Context: an optimization exercise on an open-source flow, tuned for small area, a short achievable clock period and few clock cycles per item. The choices shown serve that exercise and are no tape-out recipe. No activity file was given, so power comes from the tool's default toggle rates.

==> module sobel_stream_filter, before the edit <==
module sobel_stream_filter #(
  parameter int IMG_W  = 256,
  parameter int IMG_H  = 256,
  parameter int CH_W   = 8
) (
  input  logic                i_clk,
  input  logic                i_rst,
  input  logic                rgb_vld,
  input  logic [3*CH_W-1:0]   rgb_data,
  output logic                rgb_busy,
  output logic                result_vld,
  output logic [3*CH_W-1:0]   result_data,
  input  logic                result_busy
);
  localparam int CW   = $clog2(IMG_W);
  localparam int RW   = $clog2(IMG_H);
  localparam int NT   = 4;                 
  localparam int TW   = $clog2(NT);
  localparam int SEG  = IMG_W / NT;        
  localparam int QD   = 4;                 
  localparam int CAP  = QD + 1;            
  localparam int QW   = $clog2(QD + 1);
  typedef logic [CH_W-1:0] pix_t;
  logic [CW-1:0] col;
  logic [RW-1:0] row;
  logic [CW-1:0] dl;         
  logic [2:0]    cnt;        
  logic          vh;         
  logic [CH_W:0] rbh;        
  pix_t          gh;         
  logic          fire;       
  logic [NT-1:0] wt;         
  logic          acc, hit, xfer;
  assign acc  = rgb_vld && !rgb_busy;
  assign xfer = result_vld && !result_busy;
  logic [CW-1:0] dl_n;
  logic [2:0]    cnt_f, cnt_n;
  logic          vh_n, fire_n, room_n;
  assign dl_n   = fire ? dl : dl + 1'b1;
  assign cnt_f  = cnt + {2'b00, fire && hit};
  assign cnt_n  = cnt_f - {2'b00, xfer};
  assign room_n = xfer ? (cnt_f <= 3'(CAP)) : (cnt_f < 3'(CAP));
  assign vh_n   = acc || (vh && !fire);
  assign fire_n = vh_n && (dl_n[CW-TW-1:0] == '0) && room_n;
  logic [CW-1:0] col_n;
  logic [RW-1:0] row_n;
  assign col_n = (col == CW'(IMG_W - 1)) ? '0 : col + 1'b1;
  assign row_n = (col == CW'(IMG_W - 1)) ? ((row == RW'(IMG_H - 1)) ? '0 : row + 1'b1) : row;
  always_ff @(posedge i_clk) begin
    if (i_rst) begin
      col      <= '0;
      row      <= '0;
      hit      <= 1'b0;
      dl       <= '1;     
      cnt      <= '0;
      vh       <= 1'b0;
      fire     <= 1'b0;
      wt       <= '0;
      rgb_busy <= 1'b0;
    end else begin
      dl   <= dl_n;
      cnt  <= cnt_n;
      vh   <= vh_n;
      fire <= fire_n;
      for (int j = 0; j < NT; j++)
        wt[j] <= fire_n && (dl_n[CW-1 -: TW] == TW'(j));
      if (fire) begin
        col <= col_n;
        row <= row_n;
        hit <= (row_n >= RW'(2)) && (col_n >= CW'(2));
      end
      rgb_busy <= vh_n && !fire_n;
    end
  end
  always_ff @(posedge i_clk) begin
    if (acc) begin
      rbh <= {1'b0, rgb_data[3*CH_W-1 -: CH_W]} + {1'b0, rgb_data[CH_W-1:0]};
      gh  <= rgb_data[2*CH_W-1 -: CH_W];
    end
  end
  logic [CH_W+1:0] y_sum;
  pix_t            yh;
  assign y_sum = {1'b0, rbh} + {1'b0, gh, 1'b0};
  assign yh    = y_sum[CH_W+1:2];
  logic [2*CH_W-1:0] ring [IMG_W];
  pix_t              y_f;              
  logic [2*CH_W-1:0] tap  [NT];        
  always_comb begin
    for (int j = 0; j < NT; j++) tap[j] = ring[(j * SEG + IMG_W - 1) % IMG_W];
  end
  logic [NT-1:0] wf;
  always_ff @(posedge i_clk) begin
    if (i_rst) wf <= '0;
    else       wf <= wt;
  end
  always_ff @(posedge i_clk) begin
    for (int i = 0; i < IMG_W; i++) begin
      if (i % SEG == 1) begin
        if (wf[i / SEG]) ring[i] <= {ring[i-1][CH_W-1:0], y_f};
        else             ring[i] <= ring[i-1];
      end else begin
        ring[i] <= ring[(i + IMG_W - 1) % IMG_W];
      end
    end
  end
  logic [2*CH_W-1:0] t_c, t_f;
  logic              v_f, h_f;
  always_comb begin
    t_c = '0;
    for (int j = 0; j < NT; j++) if (wt[j]) t_c = t_c | tap[j];
  end
  always_ff @(posedge i_clk) begin
    t_f <= t_c;
    y_f <= yh;
    if (i_rst) begin
      v_f <= 1'b0;
      h_f <= 1'b0;
    end else begin
      v_f <= fire;
      h_f <= fire && hit;
    end
  end
  pix_t                   a_f, b_f;
  logic        [CH_W+1:0] s_c, s_s;
  logic signed [CH_W:0]   d_c, d_s;
  logic                   v_s, h_s;
  assign a_f = t_f[CH_W-1:0];
  assign b_f = t_f[2*CH_W-1:CH_W];
  assign s_c = {2'b00, b_f} + {1'b0, a_f, 1'b0} + {2'b00, y_f};
  assign d_c = $signed({1'b0, y_f}) - $signed({1'b0, b_f});
  always_ff @(posedge i_clk) begin
    s_s <= s_c;
    d_s <= d_c;
    if (i_rst) begin
      v_s <= 1'b0;
      h_s <= 1'b0;
    end else begin
      v_s <= v_f;
      h_s <= h_f;
    end
  end
  logic        [CH_W+1:0] s1, s2;
  logic signed [CH_W:0]   d1;
  logic signed [CH_W+2:0] e, gx, gy;
  pix_t                   gx_g, gy_g;
  logic                   sx_g, sy_g, ox_g, oy_g, h_g;
  assign gx = $signed({1'b0, s_s}) - $signed({1'b0, s2});
  assign gy = d_s + e;
  always_ff @(posedge i_clk) begin
    if (v_s) begin
      s1 <= s_s;
      s2 <= s1;
      d1 <= d_s;
      e  <= (d_s <<< 1) + d1;
    end
    gx_g <= gx[CH_W-1:0] ^ {CH_W{gx[CH_W+2]}};
    gy_g <= gy[CH_W-1:0] ^ {CH_W{gy[CH_W+2]}};
    sx_g <= gx[CH_W+2];
    sy_g <= gy[CH_W+2];
    ox_g <= gx[CH_W+1:CH_W] != {2{gx[CH_W+2]}};
    oy_g <= gy[CH_W+1:CH_W] != {2{gy[CH_W+2]}};
    if (i_rst) h_g <= 1'b0;
    else       h_g <= h_s;
  end
  logic [CH_W+1:0] msum;
  pix_t            m;
  assign msum = {2'b00, gx_g} + {2'b00, gy_g}
              + {{(CH_W+1){1'b0}}, sx_g} + {{(CH_W+1){1'b0}}, sy_g};
  assign m    = (ox_g || oy_g || msum[CH_W+1:CH_W] != 2'b00) ? '1 : msum[CH_W-1:0];
  pix_t          q [QD];
  logic [QW-1:0] qn;                
  pix_t          out_d;
  logic          ld;                
  assign ld = !result_vld || !result_busy;
  always_ff @(posedge i_clk) begin
    if (i_rst) begin
      result_vld <= 1'b0;
      qn         <= '0;
    end else begin
      if (ld) begin
        if (qn != '0) begin
          result_vld <= 1'b1;
          qn         <= qn - 1'b1 + QW'(h_g);
        end else begin
          result_vld <= h_g;
        end
      end else begin
        qn <= qn + QW'(h_g);
      end
    end
  end
  always_ff @(posedge i_clk) begin
    if (ld) out_d <= (qn != '0) ? q[0] : m;
    for (int i = 0; i < QD; i++) begin
      if (ld && qn != '0) begin
        if (h_g && (QW'(i) == qn - 1'b1)) q[i] <= m;
        else if (i < QD - 1)              q[i] <= q[i+1];
      end else if (!ld) begin
        if (h_g && (QW'(i) == qn)) q[i] <= m;
      end
    end
  end
  assign result_data = {out_d, out_d, out_d};
endmodule
Settings: LEC_CHECK=0, CAP_MARGIN=20, CORE_MARGIN=2, CORE_UTILIZATION=65, CTS_BUF_LIST=sky130_fd_sc_hd__clkbuf_16, CTS_CLUSTER_DIAMETER=60, CTS_CLUSTER_SIZE=30, PLACE_DENSITY=0.75, SETUP_SLACK_MARGIN=5, SLEW_MARGIN=20; clock period 8.0 ns.
standard.sh (not shown) runs the stock make flow with config.mk's settings and CLKGATE_MAP_FILE= SYNTH_SCRIPT=/design/flow/synth_recipe.tcl, a recipe that flattens the netlist after the stock synthesis.
==> flow/flow/run.sh <==
#!/bin/bash
# The standard layout, with clock tree synthesis told not to add dummy
# loads (the clock tree is otherwise as the flow settings ask).
set -euo pipefail
export CTS_ARGS="-sink_clustering_enable -repair_clock_nets -sink_clustering_size 30 -sink_clustering_max_diameter 60 -buf_list sky130_fd_sc_hd__clkbuf_16 -dont_use_dummy_load"
bash standard.sh > standard.log 2>&1
==> next run, changes <==
--- a/flow/design.v
+++ b/flow/design.v
@@ -14,13 +14,13 @@
 );
   localparam int CW   = $clog2(IMG_W);
   localparam int RW   = $clog2(IMG_H);
   localparam int NT   = 4;                 
   localparam int TW   = $clog2(NT);
   localparam int SEG  = IMG_W / NT;        
-  localparam int QD   = 4;                 
+  localparam int QD   = 5;                 
   localparam int CAP  = QD + 1;            
   localparam int QW   = $clog2(QD + 1);
   typedef logic [CH_W-1:0] pix_t;
   logic [CW-1:0] col;
   logic [RW-1:0] row;
   logic [CW-1:0] dl;         
@@ -164,12 +164,19 @@
   end
   logic [CH_W+1:0] msum;
   pix_t            m;
   assign msum = {2'b00, gx_g} + {2'b00, gy_g}
               + {{(CH_W+1){1'b0}}, sx_g} + {{(CH_W+1){1'b0}}, sy_g};
   assign m    = (ox_g || oy_g || msum[CH_W+1:CH_W] != 2'b00) ? '1 : msum[CH_W-1:0];
+  pix_t m_r;
+  logic h_m;
+  always_ff @(posedge i_clk) begin
+    m_r <= m;
+    if (i_rst) h_m <= 1'b0;
+    else       h_m <= h_g;
+  end
   pix_t          q [QD];
   logic [QW-1:0] qn;                
   pix_t          out_d;
   logic          ld;                
   assign ld = !result_vld || !result_busy;
   always_ff @(posedge i_clk) begin
@@ -177,28 +184,28 @@
       result_vld <= 1'b0;
       qn         <= '0;
     end else begin
       if (ld) begin
         if (qn != '0) begin
           result_vld <= 1'b1;
-          qn         <= qn - 1'b1 + QW'(h_g);
+          qn         <= qn - 1'b1 + QW'(h_m);
         end else begin
-          result_vld <= h_g;
+          result_vld <= h_m;
         end
       end else begin
-        qn <= qn + QW'(h_g);
-      end
-    end
-  end
-  always_ff @(posedge i_clk) begin
-    if (ld) out_d <= (qn != '0) ? q[0] : m;
+        qn <= qn + QW'(h_m);
+      end
+    end
+  end
+  always_ff @(posedge i_clk) begin
+    if (ld) out_d <= (qn != '0) ? q[0] : m_r;
     for (int i = 0; i < QD; i++) begin
       if (ld && qn != '0) begin
-        if (h_g && (QW'(i) == qn - 1'b1)) q[i] <= m;
+        if (h_m && (QW'(i) == qn - 1'b1)) q[i] <= m_r;
         else if (i < QD - 1)              q[i] <= q[i+1];
       end else if (!ld) begin
-        if (h_g && (QW'(i) == qn)) q[i] <= m;
+        if (h_m && (QW'(i) == qn)) q[i] <= m_r;
       end
     end
   end
   assign result_data = {out_d, out_d, out_d};
 endmodule
Outcome: Clock power barely changes; hold slack improves by 0.011 ns; maximum frequency goes down by a few percent; setup slack degrades by 0.13 ns; non-clock buffer count goes down by 9; clock skew goes down by 0.021 ns; clock-buffer cell count does not change; synthesized cell count goes down slightly; final area stays flat; combinational power goes down by about a fifth; first-iteration DRC count goes up by a little under a tenth; critical path depth does not change; die area goes up slightly; wire length goes down by a few percent.
No run of this note included a check of the RTL's function; only the layout flow was run.

-- port drivers added, routing unchanged --
Ports are ideal in the flow. The routed layouts listed here were re-timed in OpenROAD. Step 1 assumes that a clkbuf_16 drives the clock port and a buf_2 every other input. Step 2 times the ports against the registers' clock, not the clock port: input delays grow and output delays shrink by t, the midpoint of the rising clock arrivals with the driver on. Three values: ideal, step 1, step 2; two values: the first two.
| run | t (ns) | setup slack, ns | worst slew at a driven data input, ns | pins driven straight from the clock port |
|---|---|---|---|---|
| the first run | 0.848 | 5.018 / 4.941 / 4.305 | 0.04 | 1 |
| the second run | 0.857 | 4.892 / 4.812 / 4.199 | 0.06 | 1 |
After both steps every run listed still meets setup and hold. For the first run, which loses most, drivers alone change the setup slack by -0.077 ns; drivers and shift together by -0.713 ns.
